This design comes from an exercise in tuning for small area, a short achievable clock period and few clock cycles on the open sky130 flow, not from production work.
Only simulation tests tie the RTL to the original design; equivalence was not proved.
Power and IR drop assume default switching activity.

south:
// script_lexer_tokenizer_unit
module script_lexer_tokenizer_unit (
    input  logic        i_clk,
    input  logic        i_rst_n,
    input  logic        i_byte_valid,
    output logic        o_byte_ready,
    input  logic [7:0]  i_byte_ch,
    input  logic        i_byte_final,
    output logic        o_tok_valid,
    input  logic        i_tok_ready,
    output logic [5:0]  o_tok_kind,
    output logic [19:0] o_tok_start,
    output logic [19:0] o_tok_len,
    output logic [15:0] o_tok_line,
    output logic [15:0] o_tok_col,
    output logic [7:0]  o_tok_bad,
    output logic        o_tok_last
);
clock: 11.0 ns
lec_check: 0
abc_clock_period_in_ps: 3000
cap_margin: 20
core_margin: 2
core_utilization: 40
slew_margin: 20
run.sh (not shown) runs the stock make flow with config.mk's settings and CLKGATE_MAP_FILE= SYNTH_SCRIPT=/design/flow/synth_recipe.tcl, a recipe that flattens the netlist after the stock synthesis.
Testbench counts of south, summed over its fixed seeds: cycles 22,580.
Input-level comparison between west and south:
Settings: ABC_CLOCK_PERIOD_IN_PS removed (was 3000).
--- outcome ---
Between west and south, the difference in initial cell density of the core is negligible.
As far as net switching share of the total power is concerned, west and south perform about the same.
~same clock-pin slew reported for the worst setup and hold paths after clock tree synthesis in west and south
Reported for west and south, worst setup slack turned out identical to the last digit.
Instance area at placement came out exactly the same in west and south.

---

Another version of the RTL of script_lexer_tokenizer_unit (not shown whole).
Size in the first run: ~1,400 cells after synthesis, ~140 flip-flops.
Settings: LEC_CHECK=0, ABC_AREA=1, CAP_MARGIN=20, CORE_MARGIN=2, CORE_UTILIZATION=40, SLEW_MARGIN=20; clock period 11.0 ns.
standard.sh (not shown) runs the stock make flow with config.mk's settings and CLKGATE_MAP_FILE= SYNTH_SCRIPT=/design/flow/synth_recipe.tcl, a recipe that flattens the netlist after the stock synthesis.
==> flow/flow/run.sh <==
#!/bin/bash
# Standard layout (the standard.sh: ORFS synthesis to finish, same clock and
# constraints), with two changes to how the layout is made:
#  - the port buffers that ORFS inserts are plain buffers (buf_1) rather than the
#    delay cell ORFS picks by default; every port still gets its own buffer;
#  - ORFS's timing repair aims for more setup slack than the clock needs.
set -euo pipefail
export SETUP_SLACK_MARGIN=7.6
export BUFFER_PORTS_ARGS="-buffer_cell sky130_fd_sc_hd__buf_1"
bash standard.sh > standard_flow.log 2>&1
The baseline went through all stages and came out clean.
Testbench counts at the start, summed over its fixed seeds: cycles 22,586.
Then changed:
--- a/flow/flow/run.sh
+++ b/flow/flow/run.sh
@@ -8 +8 @@
-export SETUP_SLACK_MARGIN=7.6
+export SETUP_SLACK_MARGIN=7.0
Settings changed: CORE_UTILIZATION 40 to 60.
Result: Design area falls by 11%; utilization climbs by 19 points; clock-buffer cell count is unchanged; non-clock buffer count decreases by 65; total power goes down by 12%; worst setup slack loses 0.38 ns; first-iteration DRC count grows by 20%; die area is lower by 33%; synthesized area is unchanged; final cell count falls by 9.1%.
Then changed:
Settings changed: CORE_UTILIZATION 60 to 40.
- cell area rose by 1.6%
- non-clock buffer count rose by 2
- fmax rose by 2.4%
- total power hardly moves
Then changed:
Settings changed: ABC_AREA 1 to not set.
Outcome: The new run finished clean. Combinational power came out lower by 63%. Register-to-register slack gets worse by 0.25 ns. First-iteration DRC count shrinks by about 5.4%. Global-route usage is higher by 0.34 points. Via count falls by about 4%. Synthesized cell count went down by 17%. Count of clock-buffer cells in the layout does not change. Sequential cell count stays the same. Sequential power falls by about 24%. Cell count fell by about 14%. Clock power drops by about 4.6%.

---

script_lexer_tokenizer_unit, a different RTL version from the one above (not shown whole).
For scale: ~1300 cells after synthesis, roughly 100 I/O pins, roughly 9000 um2 of cells after synthesis.
clock: 11.0 ns
lec_check: 0
abc_area: 1
cap_margin: 20
core_margin: 2
core_utilization: 40
place_density: 0.75
slew_margin: 20
==> flow/flow/run.sh <==
#!/bin/bash
# Standard layout (the standard.sh: ORFS synthesis to finish, same clock and
# constraints), with these changes to how the layout is made:
#  - the port buffers that ORFS inserts are plain buffers (buf_1) rather than the
#    delay cell ORFS picks by default; every port still gets its own buffer;
#  - ORFS's timing repair aims for more setup slack than the clock needs;
#  - clock tree: clkbuf_8 buffers, larger sink clusters, no dummy loads.
set -euo pipefail
export SETUP_SLACK_MARGIN=7.25
export BUFFER_PORTS_ARGS="-buffer_cell sky130_fd_sc_hd__buf_1"
export CTS_ARGS="-sink_clustering_enable -repair_clock_nets -buf_list sky130_fd_sc_hd__clkbuf_8 -sink_clustering_size 30 -sink_clustering_max_diameter 100 -dont_use_dummy_load"
bash standard.sh > standard_flow.log 2>&1
Testbench counts at the start, summed over its fixed seeds: cycles 22,580.
Change:
--- a/flow/flow/run.sh
+++ b/flow/flow/run.sh
@@ -7,5 +7,5 @@
 #  - clock tree: clkbuf_8 buffers, larger sink clusters, no dummy loads.
 set -euo pipefail
-export SETUP_SLACK_MARGIN=7.25
+export SETUP_SLACK_MARGIN=7.55
 export BUFFER_PORTS_ARGS="-buffer_cell sky130_fd_sc_hd__buf_1"
 export CTS_ARGS="-sink_clustering_enable -repair_clock_nets -buf_list sky130_fd_sc_hd__clkbuf_8 -sink_clustering_size 30 -sink_clustering_max_diameter 100 -dont_use_dummy_load"
--- a/flow/config.mk
+++ b/flow/config.mk
@@ -6,5 +6,5 @@
 export NUM_CORES = 4
 export LEC_CHECK = 0
-export ABC_AREA = 1
+export ABC_AREA = 0
 export CAP_MARGIN = 20
 export CORE_MARGIN = 2
Routed wire length came out higher by 21%.
Register-to-register slack got worse by 0.15 ns.
Clock skew came out higher by 0.011 ns.
Non-clock buffer count came out higher by 105.
Setup slack got worse by 0.16 ns.
Cell area came out higher by about 22%.
Power came out lower by 10%.
Clock power came out higher by about 2%.
Core utilization came out higher by 6.4 points.
Synthesized cell count came out lower by about 11%.
Sequential cell count is unchanged.
Change:
--- a/flow/flow/run.sh
+++ b/flow/flow/run.sh
@@ -7,5 +7,5 @@
 #  - clock tree: clkbuf_8 buffers, larger sink clusters, no dummy loads.
 set -euo pipefail
-export SETUP_SLACK_MARGIN=7.55
+export SETUP_SLACK_MARGIN=7.4
 export BUFFER_PORTS_ARGS="-buffer_cell sky130_fd_sc_hd__buf_1"
 export CTS_ARGS="-sink_clustering_enable -repair_clock_nets -buf_list sky130_fd_sc_hd__clkbuf_8 -sink_clustering_size 30 -sink_clustering_max_diameter 100 -dont_use_dummy_load"
--- a/flow/config.mk
+++ b/flow/config.mk
@@ -6,5 +6,5 @@
 export NUM_CORES = 4
 export LEC_CHECK = 0
-export ABC_AREA = 0
+export ABC_AREA = 1
 export CAP_MARGIN = 20
 export CORE_MARGIN = 2
Result:
- die area decreases by 5.1%
- first-iteration DRC count decreases by 26%
- sequential power increases by 13%
- cell area decreases by 17%
- setup slack improves by 0.26 ns
- power increases by about 12%
- final cell count increases by about 4.3%
- area after synthesis decreases by 5.3%
- utilization decreases by 6.2 points
- wire length decreases by 17%
- combinational power increases by about 10%

==> re-timing with driven ports <==
Ports are ideal in the flow. The routed layouts listed here were re-timed in OpenROAD. Step 1 sets driving cells, clkbuf_16 on the clock port and buf_2 on the other inputs (assumed; they add their load-dependent delay and slew). Step 2, shift: input delay + t, output delay - t, t = (earliest + latest rising clock arrival at the registers) / 2. This alone moves slack from input paths to output paths. Slacks: ideal ports / drivers / drivers and shift; pairs: ideal ports / drivers.
run	t (ns)	slack for setup (ns)	cell pins on the clock port's net
south	0.469	5.222 / 5.235 / 4.766	1
west	0.469	5.222 / 5.235 / 4.766	1
the first run of note 2	0.479	7.526 / 7.477 / 7.208	1
the second run of note 2	0.474	7.150 / 7.150 / 6.781	1
the third run of note 2	0.470	7.242 / 7.245 / 6.775	1
the fourth run of note 2	0.459	7.067 / 7.067 / 6.783	1
the first run of note 3	0.461	7.356 / 7.370 / 6.909	1
the second run of note 3	0.479	7.200 / 7.202 / 6.723	1
the third run of note 3	0.471	7.464 / 7.461 / 7.006	1
After both steps setup and hold are still met in every run listed. For the second run of note 3, which loses most, drivers alone change the setup slack by +0.002 ns; drivers and shift together by -0.477 ns.
